Context: an optimization exercise on an open-source flow, tuned for small area and a short achievable clock period. The choices shown serve that exercise and are no tape-out recipe. Function was checked by simulation only, so behaviour that the tests miss may differ from the original. Power is estimated from default activity; no workload was simulated.

==> fjord: inputs <==
==> flow/design.v (excerpt) <==
module banked_arbitrated_ram (
  input  logic        clk,
  input  logic        rst,
  input  logic [1:0]  we_i,
  output logic [1:0]  wrRdy_o,
  input  logic [11:0] wadr_i,
  input  logic [63:0] wdat_i,
  input  logic [7:0]  wbe_i,
  input  logic [1:0]  re_i,
  output logic [1:0]  rdRdy_o,
  input  logic [11:0] radr_i,
  output logic [1:0]  rvld_o,
  output logic [63:0] rdat_o,
  output logic        init_done_o
);
clock: 4.2 ns
lec_check: 0
cap_margin: 20
core_margin: 2
core_utilization: 55
gpl_timing_driven: 0
setup_slack_margin: 1.3
slew_margin: 20
tns_end_percent: 10
run.sh (not shown) runs the stock make flow with config.mk's settings and CLKGATE_MAP_FILE= SYNTH_SCRIPT=/design/flow/synth_recipe.tcl, a recipe that flattens the netlist after the stock synthesis.
==> inputs of pepper, as changes to fjord <==
--- a/flow/design.v
+++ b/flow/design.v
@@ -86,19 +86,18 @@
       for (int j = 0; j < 16; j++) begin
         w_wrow_oh[p][j] = (wadr_i[6*p+2 +: 4] == 4'(j));
         w_rrow_oh[p][j] = (radr_i[6*p+2 +: 4] == 4'(j));
       end
     end
   logic [3:0][31:0] w_bank_rdat;
+  logic [3:0] r_wq0, r_wq1, r_rq0, r_rq1;
   logic [3:0]       w_wptr, w_rptr;
   logic [3:0][1:0]  w_nwptr, w_nrptr;
   for (genvar b = 0; b < 4; b++) begin : g_bank
     logic [1:0]  w_wreq, w_wgnt, w_rreq, w_rgnt;
     logic        w_widx, w_wany, w_ridx, w_rany;
-    logic        w_rsel1;
-    logic [15:0] w_rd_oh;
     logic [31:0] w_wd;
     logic [31:0] r_mem [16];
     always_comb
       for (int p = 0; p < 2; p++) begin
         w_wreq[p] = w_run & we_i[p] & w_wbank_oh[p][b];
         w_rreq[p] = w_run & re_i[p] & w_rbank_oh[p][b];
@@ -111,31 +110,45 @@
       .clk(clk), .rst(rst), .i_req(w_rreq), .o_gnt(w_rgnt), .o_idx(w_ridx), .o_any(w_rany),
       .o_ptr(w_rptr[b])
     );
     assign w_nwptr[b] = rst ? 2'b00 : w_wany ? {1'b0, ~w_widx} : {1'b0, w_wptr[b]};
     assign w_nrptr[b] = rst ? 2'b00 : w_rany ? {1'b0, ~w_ridx} : {1'b0, w_rptr[b]};
     assign w_wd = (w_widx ? wdat_i[63:32] : wdat_i[31:0]) & {32{~w_init}};
+    logic [1:0]       w_wok;
+    logic [15:0]      w_wgo0, w_wgo1;
+    assign w_wok[0] = (we_i[1] & w_wbank_oh[1][b]) ? r_wq0[b] : (r_state == ST_RUN);
+    assign w_wok[1] = (we_i[0] & w_wbank_oh[0][b]) ? r_wq1[b] : (r_state == ST_RUN);
+    for (genvar j = 0; j < 16; j++) begin : g_wrow
+      assign w_wgo0[j] = w_wok[0] & (~rst & we_i[0] & w_wbank_oh[0][b] & w_wrow_oh[0][j]);
+      assign w_wgo1[j] = w_wok[1] & (~rst & we_i[1] & w_wbank_oh[1][b] & w_wrow_oh[1][j]);
+    end
     for (genvar j = 0; j < 16; j++) begin : g_row
       for (genvar k = 0; k < 4; k++) begin : g_byte
         logic w_en;
-        assign w_en = w_clr_row[j]
-                    | (w_wgnt[0] & w_wrow_oh[0][j] & wbe_i[k])
-                    | (w_wgnt[1] & w_wrow_oh[1][j] & wbe_i[4+k]);
+        assign w_en = w_clr_row[j] | (w_wgo0[j] & wbe_i[k]) | (w_wgo1[j] & wbe_i[4+k]);
         always_ff @(posedge clk)
           if (w_en) r_mem[j][8*k +: 8] <= w_wd[8*k +: 8];
       end
     end
+    logic        w_rsel1;
+    logic [15:0] w_rd_oh;
     assign w_rsel1 = re_i[1] & w_rbank_oh[1][b] & ~(re_i[0] & w_rbank_oh[0][b] & ~w_rptr[b]);
     assign w_rd_oh = w_rsel1 ? w_rrow_oh[1] : w_rrow_oh[0];
     always_comb begin
       w_bank_rdat[b] = '0;
       for (int j = 0; j < 16; j++)
         w_bank_rdat[b] = w_bank_rdat[b] | (r_mem[j] & {32{w_rd_oh[j]}});
     end
   end
-  logic [3:0] r_wq0, r_wq1, r_rq0, r_rq1;
+  logic [1:0][31:0] w_rword;
+  always_comb
+    for (int r = 0; r < 2; r++) begin
+      w_rword[r] = '0;
+      for (int b = 0; b < 4; b++)
+        w_rword[r] = w_rword[r] | (w_bank_rdat[b] & {32{w_rbank_oh[r][b]}});
+    end
   always_ff @(posedge clk)
     for (int b = 0; b < 4; b++) begin
       r_wq0[b] <= (w_nstate == ST_RUN) & ~w_nwptr[b][0];
       r_wq1[b] <= (w_nstate == ST_RUN) &  w_nwptr[b][0];
       r_rq0[b] <= (w_nstate == ST_RUN) & ~w_nrptr[b][0];
       r_rq1[b] <= (w_nstate == ST_RUN) &  w_nrptr[b][0];
@@ -156,13 +169,13 @@
     if (rst) begin
       r_rvld <= '0;
       r_rdat <= '0;
     end else begin
       for (int r = 0; r < 2; r++) begin
         r_rvld[r] <= w_rd_rdy[r];
-        if (w_rd_rdy[r]) r_rdat[r] <= w_bank_rdat[w_rbank[r]];
+        if (w_rd_rdy[r]) r_rdat[r] <= w_rword[r];
       end
     end
   end
   assign wrRdy_o     = w_wr_rdy;
   assign rdRdy_o     = w_rd_rdy;
   assign rvld_o      = r_rvld;
==> flow/flow/run.sh (new file) <==
#!/bin/bash
# Layout flow: the standard ORFS flow with two changes to how the layout
# is made: the input and output ports are buffered with a plain buffer cell
# instead of the delay buffer buffer_ports picks by default, and the buffers
# ABC inserts during synthesis are removed at floorplan so that placement-time
# repair rebuilds the fanout trees from the real placement. Synthesis is the
# standard one. Each tool's output goes to ORFS's per-step logs under orfs/logs
# and to the make_*.log files in the work folder.
set -euo pipefail
export BUFFER_PORTS_ARGS="-buffer_cell sky130_fd_sc_hd__buf_4"
export REMOVE_ABC_BUFFERS=1
bash standard.sh synth > make_synth.log 2>&1
bash standard.sh finish > make_finish.log 2>&1
==> flow/standard.sh (new file) <==
#!/bin/bash
# synth_recipe.tcl (not shown) runs the flow's synth.tcl, then flattens the netlist and writes it again
# the make line also repeats each setting of config.mk as NAME=value (left out here)
make -C /OpenROAD-flow-scripts/flow DESIGN_CONFIG=/design/flow/config.mk WORK_HOME=/design/flow/orfs CLKGATE_MAP_FILE= SYNTH_SCRIPT=/design/flow/synth_recipe.tcl "${@:-finish}"
==> flow/config.mk (replaced) <==
export PLATFORM = sky130hd
export DESIGN_NAME = banked_arbitrated_ram
export DESIGN_NICKNAME = banked_arbitrated_ram
export VERILOG_FILES = /design/flow/design.v
export SDC_FILE = /design/flow/constraint.sdc
export NUM_CORES = 4
export LEC_CHECK = 0
export CAP_MARGIN = 10
export CORE_MARGIN = 2
export CORE_UTILIZATION = 50
export CTS_CLUSTER_DIAMETER = 80
export CTS_CLUSTER_SIZE = 25
export GPL_TIMING_DRIVEN = 1
export SETUP_SLACK_MARGIN = 1.9
export SLEW_MARGIN = 10
export TNS_END_PERCENT = 5
removed: flow/run.sh
==> qor summary <==
metric	pepper	fjord
Chip height	435.0 um	423.2 um
Share of the yosys chip area belonging to registers	0.6828	0.6560
Internal power	30730 uW	35920 uW
Maximum vdd drop	532.9 uV	545.6 uV
Slew margin rel.	-0.1043	0.04194
Status	failed layout checks	finished clean
Violated checks	capacitance limit, slew limit	-
Non-clock buffering overhead	0.1030	0.1057
Reg clk slew, reported paths	0.09 ns	0.06 ns
Antenna violations before repair	45	44
Max-slew violation count	15	0
Cell count after synthesis	6874	7739
Yosys top cell area share	0.6621	0.6362
Met3 Usage GRT	0.1494	0.2241
Power Combinational	4610 uW	5490 uW
Delay of the slowest critical-path stage	0.26 ns	0.59 ns
Total of plain and repair buffers excluding clock buffers	1184	1416
Total placed cells including tap cells	9628	10500
Critical-path maximum fanout	8	10
Count of input and output buffers	172	160
Post-DP Area	101800 um2	108500 um2
Vias per inst	7.468	7.440
Hpwl dp	286200 um	343200 um
Worst Skew	0.03301 ns	0.06653 ns
Final critical-path required period	3.085 ns	3.394 ns

-- separate check: timing with driven ports --
Ports are ideal in the flow. The routed layouts listed here were re-timed in OpenROAD. Step 1, drivers: a clkbuf_16 drives clk and a buf_2 each remaining input, both assumed. Step 2 times the ports against the registers' clock, not the clock port: input delays grow and output delays shrink by t, the midpoint of the rising clock arrivals with the driver on. Three values: ideal ports, drivers, drivers and shift; two values: the first two.
run | shift t [ns] | setup slack, ns | latest minus earliest clock arrival (ns) | worst data-port slew with drivers (ns) | pins driven straight from the clock port
fjord | 1.010 | 0.806 / 0.728 / -0.146 | 0.068 / 0.068 | 0.38 | 1
pepper | 0.912 | 1.115 / 0.943 / 0.232 | 0.044 / 0.044 | 0.31 | 1
Met with ideal ports but missed after step 2: setup timing in fjord. For fjord, which loses most, drivers alone change the setup slack by -0.078 ns; drivers and shift together by -0.952 ns.
